Context: an optimization exercise on an open-source flow, tuned for small area and few clock cycles per item. The choices shown serve that exercise and are no tape-out recipe. Function was not checked in any run shown here: the RTL went through the layout flow alone.

## flow/design.v (module list and top-level ports; edited modules follow where they fit)
// module dsp_mac_pipe: 1019 lines
module dsp_mac_pipe (
  input  logic               CLK,
  input  logic               RSTN,
  input  logic               IN_VALID,
  output logic               IN_READY,
  input  logic signed [17:0] A,
  input  logic signed [17:0] B,
  input  logic signed [17:0] D,
  input  logic signed [47:0] C,
  input  logic [3:0]         OPMODE,
  output logic               OUT_VALID,
  input  logic               OUT_READY,
  output logic signed [47:0] P,
  output logic               CARRYOUT,
  output logic               OVERFLOW
);
  // ...
==> flow/flow/run.sh <==
#!/bin/bash
# The standard ORFS layout (the standard.sh), with these changes:
# - the port buffers that global placement inserts on every input and output
#   are sky130_fd_sc_hd__buf_1 instead of the tool's default pick; timing
#   repair still resizes any of them that need more drive;
# - Yosys's synth runs without its early "abc -fast" pass, so the full adders
#   that ORFS extracts keep the polarity the RTL writes them in (the final ABC
#   mapping and everything else are unchanged);
# - clock tree synthesis uses smaller clock buffers, larger sink clusters and
#   no dummy loads.
set -euo pipefail
bash standard.sh "BUFFER_PORTS_ARGS=-buffer_cell sky130_fd_sc_hd__buf_1" "SYNTH_ARGS=-noabc" \
  "CTS_ARGS=-sink_clustering_enable -repair_clock_nets -buf_list {sky130_fd_sc_hd__clkbuf_4 sky130_fd_sc_hd__clkbuf_8} -sink_clustering_size 30 -sink_clustering_max_diameter 100 -dont_use_dummy_load" \
  finish > standard.log 2>&1
==> flow/standard.sh <==
#!/bin/bash
# synth_recipe.tcl (not shown) runs the flow's synth.tcl, then flattens the netlist and writes it again
# the make line also repeats each setting of config.mk as NAME=value (left out here)
make -C /OpenROAD-flow-scripts/flow DESIGN_CONFIG=/design/flow/config.mk WORK_HOME=/design/flow/orfs CLKGATE_MAP_FILE= SYNTH_SCRIPT=/design/flow/synth_recipe.tcl "${@:-finish}"
==> flow/config.mk <==
export PLATFORM = sky130hd
export DESIGN_NAME = dsp_mac_pipe
export DESIGN_NICKNAME = dsp_mac_pipe
export VERILOG_FILES = /design/flow/design.v
export SDC_FILE = /design/flow/constraint.sdc
export NUM_CORES = 4
export LEC_CHECK = 0
export CAP_MARGIN = 20
export CORE_MARGIN = 2
export CORE_UTILIZATION = 40
export SLEW_MARGIN = 20
==> flow/constraint.sdc <==
create_clock -name core_clock -period 7.0 [get_ports {CLK}]
set_input_delay 1.4000 -clock core_clock [delete_from_list [all_inputs] [get_ports {CLK}]]
set_output_delay 1.4000 -clock core_clock [all_outputs]
set_load 0.01 [all_outputs]
==> results.py, run 1 <==
metrics = {
    "route": {
        "drc": 0,
        "wl_per_cell_um": 20.21,
        "vias": 10965,
        "met2WireLength_um": 19960,
        "top_layer_used": "met4",
        "first_iter_violations": 813,
    },
    "synth": {
        "muxShareOfSynthArea": 0.03394,
        "yosysMostFrequentCell": "xnor2_1",
    },
    "worst_hold_path": {
        "min_to": "cnt_q[2]",
    },
    "global_route": {
        "first_global_vias": 11252,
        "grtUsageMet3": 0.02984,
        "busiest_layer": "met2",
    },
    "floorplan": {
        "rows": 71,
        "die_w_um": 198.6,
        "initial_core_util": 0.4042,
    },
    "layout": {
        "nFlopsAndLatches": 143,
        "nets": 1872,
        "utilization": 0.4495,
        "seq_share": 0.2530,
        "buffer_area_frac": 0.06957,
        "fill_cells": 3583,
    },
    "worst_setup_path": {
        "cp-end-kind": "flip-flop",
        "path_depth": 21,
        "crit_path_top_delay_cell": "edfxtp_1",
        "crit_family": "adder cells",
        "slowest_delay_ns": 0.54,
        "cp-endpoint": "r_q[44]",
        "cp.required_ns": 7.36,
        "startpoint": "a1_q[11]",
    },
    "sta": {
        "layout_setup_ws_ns": 0.3878,
        "period_share": 0.9446,
        "skew_ns": 0.03176,
    },
    "clocking": {
        "cts_buffers": 17,
        "cts-root-buf": "clkbuf_8",
        "htreeDepth": 4,
        "max-clock-path-buffers": 2,
        "cts-hold-fix-buffers": 0,
    },
    "status": {
        "status": "complete, no violations",
    },
    "placement": {
        "place_congestion": 0.9306,
    },
}
==> inputs of run 2 (changes only) <==
--- a/flow/design.v
+++ b/flow/design.v
@@ -159,19 +159,21 @@
   always_comb begin
     for (int i = 0; i < 9; i++) begin
       one[i] = a_ext[2*i+1] ^ a_ext[2*i];
       two[i] = ((a_ext[2*i+2] & ~a_ext[2*i+1] & ~a_ext[2*i]) |
                        (~a_ext[2*i+2] & a_ext[2*i+1] & a_ext[2*i]));
       neg[i] = v1_q & (a_ext[2*i+2] ^ op1_q[1]);
     end
   end
+  logic [18:0] pre_v;
   logic [19:0] pre2, pre1;
-  assign pre1 = {pre[18], pre};
-  assign pre2 = {pre, 1'b0};
+  assign pre_v = pre & {19{v1_q}};
+  assign pre1 = {pre_v[18], pre_v};
+  assign pre2 = {pre_v, 1'b0};
   logic [19:0] y0, y1, y2, y3, y4, y5, y6, y7, y8;
   assign y0 = (({20{one[0]}} & pre1) | ({20{two[0]}} & pre2)) ^ {20{neg[0]}};
   assign y1 = (({20{one[1]}} & pre1) | ({20{two[1]}} & pre2)) ^ {20{neg[1]}};
   assign y2 = (({20{one[2]}} & pre1) | ({20{two[2]}} & pre2)) ^ {20{neg[2]}};
   assign y3 = (({20{one[3]}} & pre1) | ({20{two[3]}} & pre2)) ^ {20{neg[3]}};
   assign y4 = (({20{one[4]}} & pre1) | ({20{two[4]}} & pre2)) ^ {20{neg[4]}};
   assign y5 = (({20{one[5]}} & pre1) | ({20{two[5]}} & pre2)) ^ {20{neg[5]}};
   assign y6 = (({20{one[6]}} & pre1) | ({20{two[6]}} & pre2)) ^ {20{neg[6]}};
==> run 2 against run 1 <==
  * Largest cell class unchanged
  * Hold slack lost 0.013 ns
  * Still clean on timing, DRC and antenna
  * Critical path depth shrank 1
  * Sequential cell count is the same
  * Synthesized cell count grew 0.52%
==> results.py, run 2 <==
metrics = {
    "status": {
        "status": "complete, no violations",
    },
    "layout": {
        "nets": 1922,
        "largestRegisters": "c1_q: 48 flops, r_q: 48 flops, pre1_q: 19 flops",
        "fin_cells": 2055,
        "utilization": 0.4586,
        "syn_to_final_growth_pct": 12.82,
        "final_cell_mix": "xnor2_1, fa_1, buf_1",
        "layout_commonest_cell": "xnor2_1",
        "fill_cells": 3616,
        "layout-drive-gt1-share": 0.1075,
        "antenna_cells": 0,
    },
    "sta": {
        "fmax_ghz": 0.1491,
        "skew_ns": 0.05185,
        "fin_setup_tns_ns": 0,
        "worstMarginPinSlew_ns": 0.8934,
        "hold_violations": 0,
        "maxSlewViolCount": 0,
        "layout_min_cycle_time_ns": 6.708,
        "setup_violations": 0,
        "layout_setup_ws_ns": 0.2915,
        "max-slew-margin-rel": 0.4030,
        "rsz0062_at_grt": "no",
        "period_share": 0.9584,
    },
    "synth": {
        "synthFlopType": "edfxtp_1",
        "ys.warnings.count": 1,
        "synth_edf_count": 137,
        "synth_area_um2": 15310,
        "synth_top_area_share": 0.2687,
        "synth_cells": 1350,
        "yosys-top-cells-area": "edfxtp_1, fa_1, xnor2_1, ha_1, a22oi_1",
        "synth_nets": 1726,
        "netlist_top_cells_count": "xnor2_1, fa_1, edfxtp_1",
        "yosys.area.top_type": "edfxtp_1",
        "synth-async-reset-ratio": 0.04196,
        "yosysMostFrequentCell": "xnor2_1",
        "yosysSeqAreaShare": 0.2785,
        "synth_cell_types": 64,
        "ys_ff_latch": 143,
        "syn_area_per_cell_um2": 11.34,
    },
    "clocking": {
        "cts_resized": 0,
        "cts_tree": "built",
        "htreeDepth": 4,
        "postCtsSetupBuffers": 0,
        "worst_skew_pair.late_latency_ns": 0.53,
        "cts-hold-fix-buffers": 0,
        "cts-root-buf": "clkbuf_8",
        "path_clk_slew_ns": 0.10,
        "max-clock-path-buffers": 2,
        "clock-sinks": 143,
        "cts_buffers": 17,
    },
    "placement": {
        "hpwlAfterDp_um": 35400,
        "place_inst": 2038,
        "place_congestion": 0.9106,
        "portBuffers": 161,
        "place_ws_ns": 0.3528,
    },
    "floorplan": {
        "die_w_um": 199.6,
        "initial_core_util": 0.4065,
        "fp.dieH_um": 199.6,
        "fp.coreArea_um2": 37670,
        "ios": 162,
        "rows": 71,
        "dieArea_um2": 39850,
    },
    "worst_setup_path": {
        "critPathLaunchType": "flip-flop",
        "cp_cell_sequence": "nor2b_1 > nand2_1 > o21ai_1 > buf_4 > a22oi_1 > xnor2_1 > fa_1 > fa_1 > fa_1 > fa_1 > fa_1 > fa_1 > ha_1 > and4_1 > and4_1 > nand2_1 > a21oi_2 > o21ai_4 > o21ai_0 > fa_1",
        "crit_top_cell": "fa_1",
        "critPathKind": "reg -> reg",
        "cp.required_ns": 7.26,
        "crit_path_top_delay_cell": "edfxtp_1",
        "path_max_fanout": 8,
        "crit_buf_inv": 1,
        "slowest_delay_ns": 0.52,
        "crit_arrival_ns": 6.96,
        "cp-end-kind": "flip-flop",
        "crit_family": "adder cells",
    },
    "route": {
        "wl_per_cell_um": 21.09,
        "wirelength_um": 43340,
        "drt_first_pass_iters": 5,
        "first_iter_violations": 676,
        "vias": 11082,
        "drc": 0,
        "postRouteAntennaNets": 0,
        "viasPerCell": 5.393,
    },
    "worst_hold_path": {
        "hp-class": "reg -> reg",
    },
    "global_route": {
        "grt_max_degree": 64,
        "grt_overflow": 0,
        "first_global_vias": 11261,
        "grtUsageTotal": 0.2268,
        "grt_pass1_wl_um": 66560,
        "antenna_found_initial": 0,
    },
    "flow_run": {
        "cap_violations": 0,
    },
}
-- run 2: final timing paths --
path | startpoint | end | slack (ns) | cells past startpoint
min in group asynchronous | RSTN | v1_q | 0.75 | 1
min | cnt_q[2] | cnt_q[2] | 0.56 | 1
max | a1_q[3] | r_q[32] | 0.29 | 20
max reg2reg | a1_q[3] | r_q[32] | 0.29 | 20
max in group asynchronous | RSTN | cnt_q[2] | 5.98 | 1
min reg2reg | cnt_q[2] | cnt_q[2] | 0.56 | 1
-- run 2: area by class of cell --
class                   instances  area (µm²)  area share
clock buffers                  17       234.0     0.01355
flip-flops and latches        143        4264      0.2469
multi-input cells            1071       10540      0.6101
inverters                      56       210.2     0.01217
well taps                     511       639.4     0.03702
repair buffers                257        1388     0.08033
-- run 2: cells by family (layout without fill, tap and decap cells) --
family | count (synthesis) | after routing | share of synthesized area
AO/OA/AOI/OAI | 280 | 280 | 0.1303
flip-flops | 143 | 143 | 0.2785
adder cells (fa/ha/maj) | 266 | 266 | 0.3003
AND/OR/NAND/NOR | 215 | 215 | 0.07363
buffers and inverters | 136 | 330 | 0.03383
XOR/XNOR | 262 | 262 | 0.1499
multiplexers | 48 | 48 | 0.03359
-- run 2: through the flow --
step | hold slack (ns) | cell area, µm²
after floorplan | 0.4998 | 15310
after global placement | 0.5250 | 17040
after global routing | 0.6308 | 17270
after detailed placement | 0.5619 | 17040
final | 0.5585 | 17270
after CTS | 0.5718 | 17270
-- run 2: metal layers --
layer	track usage	part of all wire	up-vias
li1	-	-	5173
met1	0.3295	0.48	5493
met2	0.3417	0.44	372
met3	0.03899	0.059	44
met4	0.07627	0.024	0
met5	0	0	-

-- re-timing with driven ports --
Ports are ideal in the flow. The routed layouts listed here were re-timed in OpenROAD. Step 1 sets driving cells, clkbuf_16 on the clock port and buf_2 on the other inputs (assumed; they add their load-dependent delay and slew). Step 2 times the ports against the registers' clock, not the clock port: input delays grow and output delays shrink by t, the midpoint of the rising clock arrivals with the driver on. Slacks: ideal ports / drivers / drivers and shift; pairs: ideal ports / drivers.
run	t, ns	setup WS [ns]	hold slack, ns
run 1	0.529	0.388 / 0.388 / 0.388	0.572 / 0.572 / 0.572
run 2	0.552	0.292 / 0.292 / 0.292	0.559 / 0.559 / 0.559
After both steps every run listed still meets setup and hold.
